From an optimization exercise on the open Yosys and OpenROAD flow, aimed at small area, a short achievable clock period and few clock cycles per item; shortcuts taken in it are not production practice.
At most, simulation tests tie the RTL to the original design; equivalence was not proved.

== the reference run ==
Design range_gen_2d, start of the top module:
module range_gen_2d (
  input  logic         clk,
  input  logic         reset,
  input  logic         start,
  input  logic [W-1:0] x_tag,
  input  logic [W-1:0] y_tag,
  input  logic [W-1:0] x0,
  input  logic [W-1:0] x1,
  input  logic [W-1:0] x2,
  input  logic [W-1:0] x3,
  input  logic [W-1:0] y0,
  input  logic [W-1:0] y1,
  input  logic [W-1:0] y2,
  input  logic [W-1:0] y3,
  output logic         busy,
  output logic         done,
  output logic [W-1:0] r0,
  output logic [W-1:0] r1,
  output logic [W-1:0] r2,
  output logic [W-1:0] r3,
  output logic [3:0]   ovf
);
For scale: roughly 3700 cells after synthesis, about 500 flip-flops, ~230 I/O pins, ~34000 µm² of cells after synthesis.
==> flow/config.mk <==
export PLATFORM = sky130hd
export DESIGN_NAME = range_gen_2d
export DESIGN_NICKNAME = range_gen_2d
export VERILOG_FILES = /design/flow/design.v
export SDC_FILE = /design/flow/constraint.sdc
export NUM_CORES = 4
export LEC_CHECK = 0
export CAP_MARGIN = 20
export CORE_MARGIN = 2
export CORE_UTILIZATION = 40
export SLEW_MARGIN = 20
==> flow/constraint.sdc <==
create_clock -name core_clock -period 13.0 [get_ports {clk}]
set_input_delay 2.6000 -clock core_clock [delete_from_list [all_inputs] [get_ports {clk}]]
set_output_delay 2.6000 -clock core_clock [all_outputs]
set_load 0.01 [all_outputs]
standard.sh (not shown) runs the stock make flow with config.mk's settings and CLKGATE_MAP_FILE= SYNTH_SCRIPT=/design/flow/synth_recipe.tcl, a recipe that flattens the netlist after the stock synthesis.
==> flow/flow/run.sh <==
#!/bin/bash
# The standard layout (standard.sh) with changes to how it is made only:
#  - the port buffers that buffer_ports inserts are plain buf_2 cells.
# Constraints, period and every other setting are the standard flow's own. make's full
# output goes to standard.log here; ORFS's per-step logs stay under orfs/logs.
set -euo pipefail
bash standard.sh SETUP_SLACK_MARGIN=9.5 TNS_END_PERCENT=0 \
  "BUFFER_PORTS_ARGS=-buffer_cell sky130_fd_sc_hd__buf_2" \
  finish > standard.log 2>&1
The final layout from the reference run, which completed every stage, passed the timing, DRC and antenna checks at the end of the flow.
Testbench counts of the reference run, summed over its fixed seeds: cycles 9,777, items 512.
Inputs modified between the reference run and the trial run:
--- a/flow/design.v
+++ b/flow/design.v
@@ -1479,53 +1479,20 @@
   assign rb[28] = s447;
   assign ra[29] = c448;
   assign rb[29] = s449;
   assign ra[30] = c450;
   assign rb[30] = s451;
   assign ra[31] = c452;
   assign rb[31] = c394;
   assign ra[32] = 1'b0;
   assign rb[32] = 1'b0;
 endmodule
-module absdiff (
-  input  logic [15:0] t,
-  input  logic [15:0] a,
-  output logic [15:0] d
-);
-  logic [4:0][15:0] gl, pl;    
-  logic [15:0] g, p, c, s;
-  logic        cout;
-  assign g = t & ~a;
-  assign p = ~(t ^ a);
-  assign gl[0] = g;
-  assign pl[0] = p;
-  genvar l, i;
-  generate
-    for (l = 0; l < 4; l++) begin : g_lvl
-      for (i = 0; i < 16; i++) begin : g_bit
-        if (((i >> l) & 1) == 1) begin : g_join
-          localparam int J = ((i >> l) << l) - 1;
-          assign gl[l+1][i] = gl[l][i] | (pl[l][i] & gl[l][J]);
-          assign pl[l+1][i] = pl[l][i] & pl[l][J];
-        end else begin : g_pass
-          assign gl[l+1][i] = gl[l][i];
-          assign pl[l+1][i] = pl[l][i];
-        end
-      end
-    end
-  endgenerate
-  assign cout = gl[4][15];
-  assign c[0] = cout;
-  assign c[15:1] = gl[4][14:0] | (pl[4][14:0] & {15{cout}});
-  assign s = p ^ c;
-  assign d = s ^ {16{~cout}};
-endmodule
 import range_gen_pkg::*;
 module range_gen_2d (
   input  logic         clk,
   input  logic         reset,
   input  logic         start,
   input  logic [W-1:0] x_tag,
   input  logic [W-1:0] y_tag,
   input  logic [W-1:0] x0,
   input  logic [W-1:0] x1,
   input  logic [W-1:0] x2,
@@ -1556,20 +1523,21 @@
   logic [3:0][2*W-1:0] a_q;         
   logic [W-1:0] dx_q, dy_q;
   logic [SQ_W-1:0] ra_q, rb_q;
   logic [1:0]   z_q;                
   logic [3:0][REM_W-1:0]  rem_q;
   logic [3:0][ROOT_W-1:0] root_q;
   logic [3:0][W-1:0] r_q;
   logic [3:0]   ovf_q;
   logic [3:0][2*W-1:0] a_in;
   logic [2*W-1:0] a_sel;
+  logic [W:0]   dxp, dxn, dyp, dyn;
   logic [W-1:0] dx, dy;
   logic [SQ_W-1:0] ra, rb, sq;
   logic [1:0]   z;
   logic [2:0][3:0] pre_rem;
   logic [2:0][2:0] pre_root;
   logic [3:0]   rem0;
   logic [2:0]   root0;
   logic [2*W-1:0] rad0;
   logic [3:0]   act;
   logic         last3;
@@ -1577,23 +1545,27 @@
   logic [3:0][ROOT_W-1:0] root_n;
   assign a_in[0] = {x0, y0};
   assign a_in[1] = {x1, y1};
   assign a_in[2] = {x2, y2};
   assign a_in[3] = {x3, y3};
   always_comb begin
     a_sel = '0;
     for (int i = 0; i < 4; i++) begin
       a_sel = a_sel | (a_q[i] & {(2*W){sel_q[i]}});
     end
+    dxp = {1'b0, tx_q} - {1'b0, a_sel[2*W-1:W]};
+    dxn = {1'b0, a_sel[2*W-1:W]} - {1'b0, tx_q};
+    dyp = {1'b0, ty_q} - {1'b0, a_sel[W-1:0]};
+    dyn = {1'b0, a_sel[W-1:0]} - {1'b0, ty_q};
+    dx  = dxp[W] ? dxn[W-1:0] : dxp[W-1:0];
+    dy  = dyp[W] ? dyn[W-1:0] : dyp[W-1:0];
   end
-  absdiff u_adx (.t(tx_q), .a(a_sel[2*W-1:W]), .d(dx));
-  absdiff u_ady (.t(ty_q), .a(a_sel[W-1:0]),   .d(dy));
   sq_tree u_sq (
     .x  (dx_q),
     .y  (dy_q),
     .ra (ra),
     .rb (rb)
   );
   always_comb begin
     if (|{dx_q[W-1:W-2], dy_q[W-1:W-2]}) begin
       z = 2'd0;
     end else if (|{dx_q[W-3:W-4], dy_q[W-3:W-4]}) begin
[summary]
Taking the reference run as the reference, in the trial run maximum operating frequency now larger, via count of the first global-routing pass went up, count of clock-buffer cells in the layout went up, estimated wirelength of the detail-placed design went up by about 4%, starting utilization of the core area barely changed.
Only the layout flow was run in the trial run; the RTL was not checked for function there.

Setup of build 51:
range_gen_2d, a different RTL version from the one above (not shown whole).
Size in the first run: about 3900 cells after synthesis, roughly 490 flip-flops, roughly 34000 sq um of cells after synthesis.
==> module range_gen_2d, before the edit <==
module range_gen_2d (
  input  logic         clk,
  input  logic         reset,
  input  logic         start,
  input  logic [W-1:0] x_tag,
  input  logic [W-1:0] y_tag,
  input  logic [W-1:0] x0,
  input  logic [W-1:0] x1,
  input  logic [W-1:0] x2,
  input  logic [W-1:0] x3,
  input  logic [W-1:0] y0,
  input  logic [W-1:0] y1,
  input  logic [W-1:0] y2,
  input  logic [W-1:0] y3,
  output logic         busy,
  output logic         done,
  output logic [W-1:0] r0,
  output logic [W-1:0] r1,
  output logic [W-1:0] r2,
  output logic [W-1:0] r3,
  output logic [3:0]   ovf
);
  localparam int NIT = ROOT_W - 3;    
  logic         idle_q;             
  logic         busy_q, done_q, fin_q;
  logic [2:0]   c_q;                
  logic         rot_q;              
  logic [3:0]   ld_q;               
  logic [3:0][3:0] n_q;             
  logic         busy_d, fin_d;
  logic [2:0]   c_d;
  logic [3:0][3:0] n_d;
  logic [W-1:0] tx_q, ty_q;
  logic [3:0][2*W-1:0] a_q;         
  logic [W-1:0] dx_q, dy_q;
  logic [SQ_W-1:0] ra_q, rb_q;
  logic [1:0]   z_q;                
  logic [3:0][REM_W-1:0]  rem_q;
  logic [3:0][ROOT_W-1:0] root_q;
  logic [3:0][W-1:0] r_q;
  logic [3:0]   ovf_q;
  logic [3:0][2*W-1:0] a_in;
  logic [W-1:0] dx, dy;
  logic [SQ_W-1:0] ra, rb, sq;
  logic [1:0]   z;
  logic [2:0][3:0] pre_rem;
  logic [2:0][2:0] pre_root;
  logic [3:0]   rem0;
  logic [2:0]   root0;
  logic [2*W-1:0] rad0;
  logic [3:0]   act;
  logic         last0;
  logic [3:0][REM_W-1:0]  rem_n;
  logic [3:0][ROOT_W-1:0] root_n;
  assign a_in[0] = {x0, y0};
  assign a_in[1] = {x1, y1};
  assign a_in[2] = {x2, y2};
  assign a_in[3] = {x3, y3};
  absdiff u_adx (.t(tx_q), .a(a_q[0][2*W-1:W]), .d(dx));
  absdiff u_ady (.t(ty_q), .a(a_q[0][W-1:0]),   .d(dy));
  sq_tree u_sq (
    .x  (dx_q),
    .y  (dy_q),
    .ra (ra),
    .rb (rb)
  );
  always_comb begin
    if (|{dx_q[W-1:W-2], dy_q[W-1:W-2]}) begin
      z = 2'd0;
    end else if (|{dx_q[W-3:W-4], dy_q[W-3:W-4]}) begin
      z = 2'd1;
    end else begin
      z = 2'd2;
    end
  end
  assign sq = ra_q + rb_q;
  genvar k;
  generate
    for (k = 0; k < 3; k++) begin : g_pre
      logic [REM_W-1:0]  rem1, rem2;
      logic [ROOT_W-1:0] root1, root2;
      isqrt_seq u_step1 (
        .rem    ('0),
        .root   ({{(ROOT_W-1){1'b0}}, sq[SQ_W-1-4*k]}),
        .pair   (sq[31-4*k:30-4*k]),
        .rem_n  (rem1),
        .root_n (root1)
      );
      isqrt_seq u_step2 (
        .rem    ({{(REM_W-2){1'b0}}, rem1[1:0]}),
        .root   ({{(ROOT_W-2){1'b0}}, root1[1:0]}),
        .pair   (sq[29-4*k:28-4*k]),
        .rem_n  (rem2),
        .root_n (root2)
      );
      assign pre_rem[k]  = rem2[3:0];
      assign pre_root[k] = root2[2:0];
    end
  endgenerate
  always_comb begin
    unique case (z_q)
      2'd1:    begin rem0 = pre_rem[1]; root0 = pre_root[1]; rad0 = {sq[2*W-9:0], 8'd0}; end
      2'd2:    begin rem0 = pre_rem[2]; root0 = pre_root[2]; rad0 = {sq[2*W-13:0], 12'd0}; end
      default: begin rem0 = pre_rem[0]; root0 = pre_root[0]; rad0 = {sq[2*W-5:0], 4'd0}; end
    endcase
  end
  assign last0 = (n_q[0] == 4'd1);
  generate
    for (k = 0; k < 4; k++) begin : g_eng
      assign act[k]  = |n_q[k];
      isqrt_seq u_step (
        .rem    (rem_q[k]),
        .root   (root_q[k]),
        .pair   (a_q[k][2*W-1 -: 2]),
        .rem_n  (rem_n[k]),
        .root_n (root_n[k])
      );
    end
  endgenerate
  always_ff @(posedge clk) begin
    if (idle_q) begin
      tx_q <= x_tag;
      ty_q <= y_tag;
    end
    dx_q <= dx;
    dy_q <= dy;
    ra_q <= ra;
    rb_q <= rb;
    z_q  <= z;
    for (int i = 0; i < 4; i++) begin
      if (idle_q) begin
        a_q[i] <= a_in[i];
      end else if (ld_q[i]) begin
        a_q[i] <= rad0;
      end else if (rot_q && i < 3) begin
        a_q[i] <= a_q[(i < 3) ? i + 1 : i];
      end else if (act[i]) begin
        a_q[i] <= {a_q[i][2*W-3:0], 2'b00};
      end
      if (ld_q[i]) begin
        rem_q[i]  <= {{(REM_W-4){1'b0}}, rem0};
        root_q[i] <= {{(ROOT_W-3){1'b0}}, root0};
      end else if (act[i]) begin
        rem_q[i]  <= rem_n[i];
        root_q[i] <= root_n[i];
      end
    end
  end
  always_comb begin
    busy_d = !idle_q;
    c_d    = (c_q == 3'd7) ? c_q : c_q + 3'd1;
    if (idle_q) begin
      busy_d = start;
      c_d    = '0;
    end else if (fin_q) begin
      busy_d = 1'b0;
    end
    fin_d = busy_d && !fin_q && (c_d >= 3'd6);
    for (int i = 0; i < 4; i++) begin
      if (ld_q[i]) begin
        n_d[i] = 4'(NIT) - {1'b0, z_q, 1'b0};
      end else if (act[i]) begin
        n_d[i] = n_q[i] - 4'd1;
      end else begin
        n_d[i] = n_q[i];
      end
      if (n_d[i] > ((i == 0) ? 4'd1 : 4'd0)) fin_d = 1'b0;
    end
  end
  always_ff @(posedge clk or negedge reset) begin
    if (!reset) begin
      idle_q <= 1'b1;
      busy_q <= 1'b0;
      done_q <= 1'b0;
      fin_q  <= 1'b0;
      c_q    <= '0;
      rot_q  <= 1'b0;
      ld_q   <= '0;
      n_q    <= '0;
      r_q    <= '0;
      ovf_q  <= '0;
    end else begin
      idle_q <= !busy_d;
      busy_q <= busy_d;
      c_q    <= c_d;
      done_q <= fin_q;
      fin_q  <= fin_d;
      rot_q  <= busy_d && (c_d <= 3'd2);
      for (int i = 0; i < 4; i++) begin
        ld_q[i] <= busy_d && (c_d == 3'(5 - i));
      end
      n_q    <= n_d;
      if (fin_q) begin
        for (int i = 1; i < 4; i++) begin
          r_q[3-i]   <= root_q[i][ROOT_W-1] ? SAT_MAX : root_q[i][W-1:0];
          ovf_q[3-i] <= root_q[i][ROOT_W-1];
        end
        if (last0) begin
          r_q[3]   <= root_n[0][ROOT_W-1] ? SAT_MAX : root_n[0][W-1:0];
          ovf_q[3] <= root_n[0][ROOT_W-1];
        end else begin
          r_q[3]   <= root_q[0][ROOT_W-1] ? SAT_MAX : root_q[0][W-1:0];
          ovf_q[3] <= root_q[0][ROOT_W-1];
        end
      end
    end
  end
  assign busy = busy_q;
  assign done = done_q;
  assign r0   = r_q[0];
  assign r1   = r_q[1];
  assign r2   = r_q[2];
  assign r3   = r_q[3];
  assign ovf  = ovf_q;
endmodule
==> flow/config.mk <==
export PLATFORM = sky130hd
export DESIGN_NAME = range_gen_2d
export DESIGN_NICKNAME = range_gen_2d
export VERILOG_FILES = /design/flow/design.v
export SDC_FILE = /design/flow/constraint.sdc
export NUM_CORES = 4
export LEC_CHECK = 0
export CAP_MARGIN = 20
export CORE_MARGIN = 2
export CORE_UTILIZATION = 40
export SLEW_MARGIN = 20
==> flow/constraint.sdc <==
create_clock -name core_clock -period 13.0 [get_ports {clk}]
set_input_delay 2.6000 -clock core_clock [delete_from_list [all_inputs] [get_ports {clk}]]
set_output_delay 2.6000 -clock core_clock [all_outputs]
set_load 0.01 [all_outputs]
==> flow/flow/run.sh <==
#!/bin/bash
# The standard layout (standard.sh) with changes to how it is made only:
#  - the port buffers that buffer_ports inserts are plain buf_2 cells;
#  - clock tree synthesis builds the tree from clkbuf_4/clkbuf_8 cells and
#    adds no dummy loads (ORFS's own CTS arguments otherwise).
# Constraints, period and every other setting are the standard flow's own. make's full
# output goes to standard.log here; ORFS's per-step logs stay under orfs/logs.
set -euo pipefail
bash standard.sh SETUP_SLACK_MARGIN=9.5 TNS_END_PERCENT=0 \
  "BUFFER_PORTS_ARGS=-buffer_cell sky130_fd_sc_hd__buf_2" \
  "CTS_ARGS=-sink_clustering_enable -repair_clock_nets -dont_use_dummy_load -buf_list {sky130_fd_sc_hd__clkbuf_4 sky130_fd_sc_hd__clkbuf_8}" \
  finish > standard.log 2>&1
Here is what was changed in the inputs of build 39 compared with build 51.
--- a/flow/design.v
+++ b/flow/design.v
@@ -1543,13 +1543,13 @@
   output logic [3:0]   ovf
 );
   localparam int NIT = ROOT_W - 3;    
   logic         idle_q;             
   logic         busy_q, done_q, fin_q;
   logic [2:0]   c_q;                
-  logic         rot_q;              
+  logic [3:0]   sel_q;              
   logic [3:0]   ld_q;               
   logic [3:0][3:0] n_q;             
   logic         busy_d, fin_d;
   logic [2:0]   c_d;
   logic [3:0][3:0] n_d;
   logic [W-1:0] tx_q, ty_q;
@@ -1559,30 +1559,37 @@
   logic [1:0]   z_q;                
   logic [3:0][REM_W-1:0]  rem_q;
   logic [3:0][ROOT_W-1:0] root_q;
   logic [3:0][W-1:0] r_q;
   logic [3:0]   ovf_q;
   logic [3:0][2*W-1:0] a_in;
+  logic [2*W-1:0] a_sel;
   logic [W-1:0] dx, dy;
   logic [SQ_W-1:0] ra, rb, sq;
   logic [1:0]   z;
   logic [2:0][3:0] pre_rem;
   logic [2:0][2:0] pre_root;
   logic [3:0]   rem0;
   logic [2:0]   root0;
   logic [2*W-1:0] rad0;
   logic [3:0]   act;
-  logic         last0;
+  logic         last3;
   logic [3:0][REM_W-1:0]  rem_n;
   logic [3:0][ROOT_W-1:0] root_n;
   assign a_in[0] = {x0, y0};
   assign a_in[1] = {x1, y1};
   assign a_in[2] = {x2, y2};
   assign a_in[3] = {x3, y3};
-  absdiff u_adx (.t(tx_q), .a(a_q[0][2*W-1:W]), .d(dx));
-  absdiff u_ady (.t(ty_q), .a(a_q[0][W-1:0]),   .d(dy));
+  always_comb begin
+    a_sel = '0;
+    for (int i = 0; i < 4; i++) begin
+      a_sel = a_sel | (a_q[i] & {(2*W){sel_q[i]}});
+    end
+  end
+  absdiff u_adx (.t(tx_q), .a(a_sel[2*W-1:W]), .d(dx));
+  absdiff u_ady (.t(ty_q), .a(a_sel[W-1:0]),   .d(dy));
   sq_tree u_sq (
     .x  (dx_q),
     .y  (dy_q),
     .ra (ra),
     .rb (rb)
   );
@@ -1623,13 +1630,13 @@
     unique case (z_q)
       2'd1:    begin rem0 = pre_rem[1]; root0 = pre_root[1]; rad0 = {sq[2*W-9:0], 8'd0}; end
       2'd2:    begin rem0 = pre_rem[2]; root0 = pre_root[2]; rad0 = {sq[2*W-13:0], 12'd0}; end
       default: begin rem0 = pre_rem[0]; root0 = pre_root[0]; rad0 = {sq[2*W-5:0], 4'd0}; end
     endcase
   end
-  assign last0 = (n_q[0] == 4'd1);
+  assign last3 = (n_q[3] == 4'd1);
   generate
     for (k = 0; k < 4; k++) begin : g_eng
       assign act[k]  = |n_q[k];
       isqrt_seq u_step (
         .rem    (rem_q[k]),
         .root   (root_q[k]),
@@ -1651,14 +1658,12 @@
     z_q  <= z;
     for (int i = 0; i < 4; i++) begin
       if (idle_q) begin
         a_q[i] <= a_in[i];
       end else if (ld_q[i]) begin
         a_q[i] <= rad0;
-      end else if (rot_q && i < 3) begin
-        a_q[i] <= a_q[(i < 3) ? i + 1 : i];
       end else if (act[i]) begin
         a_q[i] <= {a_q[i][2*W-3:0], 2'b00};
       end
       if (ld_q[i]) begin
         rem_q[i]  <= {{(REM_W-4){1'b0}}, rem0};
         root_q[i] <= {{(ROOT_W-3){1'b0}}, root0};
@@ -1683,49 +1688,49 @@
         n_d[i] = 4'(NIT) - {1'b0, z_q, 1'b0};
       end else if (act[i]) begin
         n_d[i] = n_q[i] - 4'd1;
       end else begin
         n_d[i] = n_q[i];
       end
-      if (n_d[i] > ((i == 0) ? 4'd1 : 4'd0)) fin_d = 1'b0;
+      if (n_d[i] > ((i == 3) ? 4'd1 : 4'd0)) fin_d = 1'b0;
     end
   end
   always_ff @(posedge clk or negedge reset) begin
     if (!reset) begin
       idle_q <= 1'b1;
       busy_q <= 1'b0;
       done_q <= 1'b0;
       fin_q  <= 1'b0;
       c_q    <= '0;
-      rot_q  <= 1'b0;
+      sel_q  <= '0;
       ld_q   <= '0;
       n_q    <= '0;
       r_q    <= '0;
       ovf_q  <= '0;
     end else begin
       idle_q <= !busy_d;
       busy_q <= busy_d;
       c_q    <= c_d;
       done_q <= fin_q;
       fin_q  <= fin_d;
-      rot_q  <= busy_d && (c_d <= 3'd2);
+      sel_q  <= idle_q ? 4'b0001 : {sel_q[2:0], 1'b0};
       for (int i = 0; i < 4; i++) begin
-        ld_q[i] <= busy_d && (c_d == 3'(5 - i));
+        ld_q[i] <= busy_d && (c_d == 3'(i + 2));
       end
       n_q    <= n_d;
       if (fin_q) begin
-        for (int i = 1; i < 4; i++) begin
-          r_q[3-i]   <= root_q[i][ROOT_W-1] ? SAT_MAX : root_q[i][W-1:0];
-          ovf_q[3-i] <= root_q[i][ROOT_W-1];
+        for (int i = 0; i < 3; i++) begin
+          r_q[i]   <= root_q[i][ROOT_W-1] ? SAT_MAX : root_q[i][W-1:0];
+          ovf_q[i] <= root_q[i][ROOT_W-1];
         end
-        if (last0) begin
-          r_q[3]   <= root_n[0][ROOT_W-1] ? SAT_MAX : root_n[0][W-1:0];
-          ovf_q[3] <= root_n[0][ROOT_W-1];
+        if (last3) begin
+          r_q[3]   <= root_n[3][ROOT_W-1] ? SAT_MAX : root_n[3][W-1:0];
+          ovf_q[3] <= root_n[3][ROOT_W-1];
         end else begin
-          r_q[3]   <= root_q[0][ROOT_W-1] ? SAT_MAX : root_q[0][W-1:0];
-          ovf_q[3] <= root_q[0][ROOT_W-1];
+          r_q[3]   <= root_q[3][ROOT_W-1] ? SAT_MAX : root_q[3][W-1:0];
+          ovf_q[3] <= root_q[3][ROOT_W-1];
         end
       end
     end
   end
   assign busy = busy_q;
   assign done = done_q;
==> run summary <==
Comparing build 39 and build 51, the higher via count normalized by instance count is on build 39. Build 39 vs build 51: post-synthesis cell area down. Build 39 vs build 51 — wire length climbed slightly. Filler cell count in the final layout was higher in build 51 than in build 39. Taking build 51 as the reference, in build 39 number of unique standard cell types used by synthesis now smaller, sequential fraction of total cell area increased by 0.34 points relative to the old numbers, worst setup slack increased 0.14 ns, CTS buffer count moved up. Re flip-flop and latch count after synthesis: build 39 is 0.61% up on build 51. Looking at build 39 and build 51, the global-route wire length before repair is a wash.
Testbench counts of build 39, summed over its fixed seeds: cycles 9,777, items 512.
Only the layout flow was run in build 51; the RTL was not checked for function there.

## what the ideal ports hide
The results above use ideal ports. As a check the final layouts listed here were re-extracted and re-timed, cells and wires unchanged. Step 1, drivers: a clkbuf_16 drives clk and a buf_2 each remaining input, both assumed. Step 2 times the ports against the registers' clock, not the clock port: input delays grow and output delays shrink by t, the midpoint of the rising clock arrivals with the driver on. a / b / c = no drivers / after step 1 / after step 2; a / b = the first two.
run	shift t [ns]	setup slack, ns	worst setup path after step 2
the reference run	0.703	8.895 / 8.895 / 8.895	register to register
the trial run	0.712	9.005 / 9.005 / 9.005	register to register
build 51	0.731	8.801 / 8.801 / 8.801	register to register
build 39	0.740	8.945 / 8.945 / 8.945	register to register
After both steps setup and hold are still met in every run listed.
